This design comes from an exercise in tuning for small area on the open sky130 flow, not from production work.
Only simulation tests tie the RTL to the original design; equivalence was not proved.
Power figures rest on the tool's default switching activity, not on a simulated workload.

==> flow/design.v <==
`timescale 1ns/1ps
module virtio_mmio_top
#(
	parameter int ID_W      = 1,
	parameter int QUEUE_NUM = 1
)
(
	input  logic            axi_aclk,
	input  logic            axi_aresetn,
	input  logic [ID_W-1:0] awid,
	input  logic [11:0]     awaddr,
	input  logic [7:0]      awlen,
	input  logic [1:0]      awburst,
	input  logic            awvalid,
	output logic            awready,
	input  logic [31:0]     wdata,
	input  logic            wlast,
	input  logic            wvalid,
	output logic            wready,
	output logic [ID_W-1:0] bid,
	output logic [1:0]      bresp,
	output logic            bvalid,
	input  logic            bready,
	input  logic [ID_W-1:0] arid,
	input  logic [11:0]     araddr,
	input  logic [7:0]      arlen,
	input  logic [1:0]      arburst,
	input  logic            arvalid,
	output logic            arready,
	output logic [ID_W-1:0] rid,
	output logic [31:0]     rdata,
	output logic [1:0]      rresp,
	output logic            rlast,
	output logic            rvalid,
	input  logic            rready,
	output logic            interrupt
);
	localparam [6:0] W_MAGIC     = 7'h00;
	localparam [6:0] W_VERSION   = 7'h01;
	localparam [6:0] W_DEVICE_ID = 7'h02;
	localparam [6:0] W_VENDOR_ID = 7'h03;
	localparam [6:0] W_DEV_FEAT  = 7'h04;
	localparam [6:0] W_FEAT_SEL  = 7'h05;
	localparam [6:0] W_QUEUE_SEL = 7'h0c;
	localparam [6:0] W_QNUM_MAX  = 7'h0d;
	localparam [6:0] W_QUEUE_NUM = 7'h0e;
	localparam [6:0] W_Q_READY   = 7'h11;
	localparam [6:0] W_Q_NOTIFY  = 7'h14;
	localparam [6:0] W_INT_STAT  = 7'h18;
	localparam [6:0] W_INT_ACK   = 7'h19;
	localparam [6:0] W_STATUS    = 7'h1c;
	localparam [6:0] W_DESC_LO   = 7'h20;
	localparam [6:0] W_DESC_HI   = 7'h21;
	localparam [6:0] W_DRV_LO    = 7'h24;
	localparam [6:0] W_DRV_HI    = 7'h25;
	localparam [6:0] W_DEV_LO    = 7'h28;
	localparam [6:0] W_DEV_HI    = 7'h29;
	localparam [6:0] W_CAP_LO    = 7'h40;
	localparam [2:0] S_IDLE_W = 3'b000;    
	localparam [2:0] S_IDLE_R = 3'b100;    
	localparam [2:0] S_SWEEP  = 3'b010;    
	localparam [2:0] S_WDATA  = 3'b001;
	localparam [2:0] S_BRESP  = 3'b011;
	localparam [2:0] S_RFETCH = 3'b101;    
	localparam [2:0] S_RDATA  = 3'b111;    
	localparam [2:0] S_RWAIT  = 3'b110;    
	logic [2:0]  state;
	logic [6:0]  word;        
	logic        far;         
	logic        incr;        
	logic [7:0]  cnt;         
	logic [ID_W-1:0] id;
	logic        idle;
	logic        w_hs;
	logic        rst;
	logic        sweep;
	logic        go;          
	logic [31:0]      head;
	logic [6:0][31:0] ring;
	logic [2:0]       nxt;        
	logic [2:0]       nxt_inc;
	logic             hold;       
	logic        fsel_one;    
	logic        qsel_nz;     
	logic        int_st;      
	logic        st_ack;      
	logic [1:0]  st_step;     
	logic [31:0] st_value;
	logic        is_ring;
	logic [2:0]  ring_idx;
	logic [2:0]  ring_nxt;    
	logic        tgt;         
	logic        here;        
	always_comb
	begin
		is_ring  = !far;
		ring_idx = 3'd0;
		case (word)
			W_QUEUE_NUM: ring_idx = 3'd0;
			W_Q_READY:   ring_idx = 3'd1;
			W_DESC_LO:   ring_idx = 3'd2;
			W_DESC_HI:   ring_idx = 3'd3;
			W_DRV_LO:    ring_idx = 3'd4;
			W_DRV_HI:    ring_idx = 3'd5;
			W_DEV_LO:    ring_idx = 3'd6;
			W_DEV_HI:    ring_idx = 3'd7;
			default:     is_ring = 1'b0;
		endcase
	end
	assign ring_nxt = ring_idx + 3'd1;
	assign tgt      = is_ring && (ring_idx == 3'd0 || !qsel_nz);
	assign here     = !tgt || (nxt == ring_nxt);
	assign rst     = !axi_aresetn;
	assign sweep   = (state == S_SWEEP);
	assign idle    = (state[1:0] == 2'b00);
	assign awready = (state == S_IDLE_W);
	assign arready = (state == S_IDLE_R);
	assign wready  = (state == S_WDATA) && here;
	assign bvalid  = (state == S_BRESP);
	assign rvalid  = (state == S_RDATA);
	assign bid     = id;
	assign rid     = id;
	assign bresp   = 2'b00;
	assign rresp   = 2'b00;
	assign rlast   = (cnt == 8'd0);
	assign w_hs    = wready && wvalid;
	assign go      = here && (state == S_RWAIT || (state == S_RDATA && rready));
	always_ff @(posedge axi_aclk)
	begin
		if (rst)
			state <= S_SWEEP;
		else
		begin
			case (state)
				S_SWEEP:
					if (nxt == 3'd7)
						state <= S_IDLE_W;
				S_IDLE_W:
					state <= awvalid ? S_WDATA : S_IDLE_R;
				S_IDLE_R:
					state <= arvalid ? S_RFETCH : S_IDLE_W;
				S_WDATA:
					if (w_hs && wlast)
						state <= S_BRESP;
				S_BRESP:
					if (bready)
						state <= S_IDLE_R;
				S_RFETCH:
					if (here)
						state <= S_RDATA;
				default:
					if (go)
						state <= rlast ? S_IDLE_W : S_RFETCH;
					else if (rready)
						state <= S_RWAIT;
			endcase
		end
	end
	always_ff @(posedge axi_aclk)
	begin
		if (idle)
		begin
			id   <= state[2] ? arid : awid;
			word <= state[2] ? araddr[8:2] : awaddr[8:2];
			far  <= state[2] ? (araddr[11:9] != 3'd0) : (awaddr[11:9] != 3'd0);
			incr <= state[2] ? (arburst[0] ^ arburst[1]) : (awburst[0] ^ awburst[1]);
			cnt  <= arlen;
		end
		else if (w_hs || go)
		begin
			cnt <= cnt - 8'd1;
			if (incr)
				{far, word} <= {far, word} + 8'd1 | {far, 7'd0};
		end
	end
	logic ring_wr;
	logic take_head;
	logic take_nxt;
	assign ring_wr   = w_hs && tgt;
	assign hold      = tgt && ((state == S_RFETCH && here) ||
		((state == S_RDATA || state == S_RWAIT) && !go));
	assign take_head = !ring_wr && !sweep && !hold;
	assign take_nxt  = hold;
	always_ff @(posedge axi_aclk)
	begin
		ring[5:0] <= ring[6:1];
		ring[6]   <= ({32{ring_wr}} & wdata) | ({32{take_head}} & head) |
			({32{take_nxt}} & ring[0]);
		if (!hold)
			head <= ring[0];
	end
	assign nxt_inc = nxt + 3'd1;
	always_ff @(posedge axi_aclk)
	begin
		if (rst)
			nxt <= 3'd0;
		else if (hold && nxt_inc == ring_idx)
			nxt <= nxt + 3'd2;
		else
			nxt <= nxt_inc;
	end
	logic we;
	logic wd_zero_hi;
	assign we         = w_hs && !far;
	assign wd_zero_hi = (wdata[31:1] == 31'd0);
	always_ff @(posedge axi_aclk)
	begin
		if (rst)
		begin
			fsel_one <= 1'b0;
			qsel_nz  <= 1'b0;
			int_st   <= 1'b0;
			st_ack   <= 1'b0;
			st_step  <= 2'd0;
		end
		else if (we)
		begin
			case (word)
				W_FEAT_SEL:  fsel_one <= wd_zero_hi && wdata[0];
				W_QUEUE_SEL: qsel_nz  <= !(wd_zero_hi && !wdata[0]);
				W_Q_NOTIFY:  int_st   <= 1'b1;
				W_INT_ACK:   int_st   <= int_st && !wdata[0];
				W_STATUS:
					if (wd_zero_hi && !wdata[0])
					begin
						st_ack  <= 1'b1;
						st_step <= 2'd0;
					end
					else
						case (st_step)
							2'd0: if (wdata[1]) st_step <= 2'd1;
							2'd1: if (wdata[3]) st_step <= 2'd2;
							2'd2: if (wdata[2]) st_step <= 2'd3;
							default: ;
						endcase
				default: ;
			endcase
		end
	end
	assign interrupt = int_st;
	assign st_value = {28'd0, st_step == 2'd2 || st_step == 2'd3 ? 1'b1 : 1'b0,
		st_step == 2'd3, st_step != 2'd0, st_ack};
	logic near;
	logic sel_magic, sel_vendor, sel_two, sel_feat, sel_qmax, sel_int, sel_stat, sel_cap;
	assign near       = !far && !tgt;
	assign sel_magic  = near && word == W_MAGIC;
	assign sel_vendor = near && word == W_VENDOR_ID;
	assign sel_two    = near && (word == W_VERSION || word == W_DEVICE_ID);
	assign sel_feat   = near && word == W_DEV_FEAT && fsel_one;
	assign sel_qmax   = near && word == W_QNUM_MAX;
	assign sel_int    = near && word == W_INT_STAT && int_st;
	assign sel_stat   = near && word == W_STATUS;
	assign sel_cap    = near && word == W_CAP_LO;
	assign rdata = ({32{tgt}} & head) |
		({32{sel_magic}} & 32'h7472_6976) |
		({32{sel_vendor}} & 32'hff00_1af4) |
		({32{sel_two}} & 32'd2) |
		({32{sel_feat}} & 32'd3) |
		({32{sel_qmax}} & 32'd16) |
		({32{sel_int}} & 32'd1) |
		({32{sel_stat}} & st_value) |
		({32{sel_cap}} & 32'd4);
endmodule
export LEC_CHECK = 0
export CAP_MARGIN = 20
export CORE_MARGIN = 2
export CORE_UTILIZATION = 40
export SLEW_MARGIN = 20
create_clock -name core_clock -period 5.0 [get_ports {axi_aclk}]
standard.sh (not shown) runs the stock make flow with config.mk's settings and CLKGATE_MAP_FILE= SYNTH_SCRIPT=/design/flow/synth_recipe.tcl, a recipe that flattens the netlist after the stock synthesis.
==> flow/flow/run.sh <==
#!/bin/bash
# Standard ORFS layout (the standard.sh) with two changes to how it is made:
#  - port buffers use the smallest buffer cell instead of the resizer's pick
#  - clock tree: clkbuf_8 only, sink clusters of up to 20 within 60 um, no dummy loads
# make's full output goes to flow.log here; ORFS keeps its per-step logs in orfs/logs.
set -euo pipefail
cd "$(dirname "$0")/.."
bash standard.sh \
  "BUFFER_PORTS_ARGS=-buffer_cell sky130_fd_sc_hd__buf_1" \
  "CTS_ARGS=-sink_clustering_enable -repair_clock_nets -buf_list sky130_fd_sc_hd__clkbuf_8 -dont_use_dummy_load -sink_clustering_size 20 -sink_clustering_max_diameter 60" \
  finish > flow.log 2>&1
==> next run, changes <==
--- a/flow/design.v
+++ b/flow/design.v
@@ -91,24 +91,17 @@
 	logic [2:0]  ring_nxt;    
 	logic        tgt;         
 	logic        here;        
-	always_comb
-	begin
-		is_ring  = !far;
-		ring_idx = 3'd0;
-		case (word)
-			W_QUEUE_NUM: ring_idx = 3'd0;
-			W_Q_READY:   ring_idx = 3'd1;
-			W_DESC_LO:   ring_idx = 3'd2;
-			W_DESC_HI:   ring_idx = 3'd3;
-			W_DRV_LO:    ring_idx = 3'd4;
-			W_DRV_HI:    ring_idx = 3'd5;
-			W_DEV_LO:    ring_idx = 3'd6;
-			W_DEV_HI:    ring_idx = 3'd7;
-			default:     is_ring = 1'b0;
-		endcase
-	end
+	logic is_addr_slot;
+	logic is_qnum;
+	logic is_qready;
+	assign is_addr_slot = !far && word[6:4] == 3'b010 && word[1] == 1'b0 &&
+		!(word[3] && word[2]);
+	assign is_qnum      = !far && word == W_QUEUE_NUM;
+	assign is_qready    = !far && word == W_Q_READY;
+	assign is_ring      = is_addr_slot || is_qnum || is_qready;
+	assign ring_idx     = is_addr_slot ? {word[3:2], word[0]} : {2'b11, word[0]};
 	assign ring_nxt = ring_idx + 3'd1;
-	assign tgt      = is_ring && (ring_idx == 3'd0 || !qsel_nz);
+	assign tgt      = is_qnum || ((is_addr_slot || is_qready) && !qsel_nz);
 	assign here     = !tgt || (nxt == ring_nxt);
 	assign rst     = !axi_aresetn;
 	assign sweep   = (state == S_SWEEP);
@@ -124,7 +117,7 @@
 	assign rresp   = 2'b00;
 	assign rlast   = (cnt == 8'd0);
 	assign w_hs    = wready && wvalid;
-	assign go      = here && (state == S_RWAIT || (state == S_RDATA && rready));
+	assign go      = here && (state == S_RWAIT);
 	always_ff @(posedge axi_aclk)
 	begin
 		if (rst)
@@ -148,11 +141,12 @@
 				S_RFETCH:
 					if (here)
 						state <= S_RDATA;
+				S_RDATA:
+					if (rready)
+						state <= S_RWAIT;
 				default:
 					if (go)
 						state <= rlast ? S_IDLE_W : S_RFETCH;
-					else if (rready)
-						state <= S_RWAIT;
 			endcase
 		end
 	end
@@ -177,8 +171,8 @@
 	logic take_head;
 	logic take_nxt;
 	assign ring_wr   = w_hs && tgt;
-	assign hold      = tgt && ((state == S_RFETCH && here) ||
-		((state == S_RDATA || state == S_RWAIT) && !go));
+	assign hold      = tgt && ((state == S_RFETCH && here) || state == S_RDATA ||
+		(state == S_RWAIT && !here));
 	assign take_head = !ring_wr && !sweep && !hold;
 	assign take_nxt  = hold;
 	always_ff @(posedge axi_aclk)
Total power goes down by 5.4%.
Worst setup slack gets better by 0.14 ns.
Register-to-register slack got worse by 0.03 ns.
Core utilization climbs by 0.32 points.
Die area went down by about 2.8%.
Synthesized cell count goes down by about 6%.
Global-route usage drops by 0.49 points.
Wire length goes down by 6.3%.
Final cell count shrinks by about 5%.
Design area shrinks by 2.6%.
Clock skew climbs by 0.021 ns.
Synthesized area drops by about 3%.
Count of clock-buffer cells in the layout stays the same.

port drivers added, routing unchanged:
The results above use ideal ports. As a check the final layouts listed here were re-extracted and re-timed, cells and wires unchanged.
Step 1 (the two cells are an assumption about what drives the block):
set clk [get_ports {axi_aclk}]
set_driving_cell -lib_cell sky130_fd_sc_hd__clkbuf_16 $clk
set_driving_cell -lib_cell sky130_fd_sc_hd__buf_2 [delete_from_list [all_inputs] $clk]
Step 2 also shifts input and output timing later by t, the mid clock arrival at the registers, as if the neighbouring blocks saw the same clock.
Slacks: ideal / step 1 / step 2; pairs: ideal / step 1.
| run | shift t [ns] | slack for setup (ns) | hold slack, ns | latest minus earliest clock arrival (ns) | pins driven straight from the clock port |
|---|---|---|---|---|---|
| the first run | 0.557 | 0.402 / 0.363 / 0.920 | 0.271 / 0.271 / 0.271 | 0.060 / 0.060 | 1 |
| the second run | 0.534 | 0.544 / 0.503 / 1.037 | 0.250 / 0.250 / 0.250 | 0.104 / 0.104 | 1 |
After both steps setup and hold are still met in every run listed.
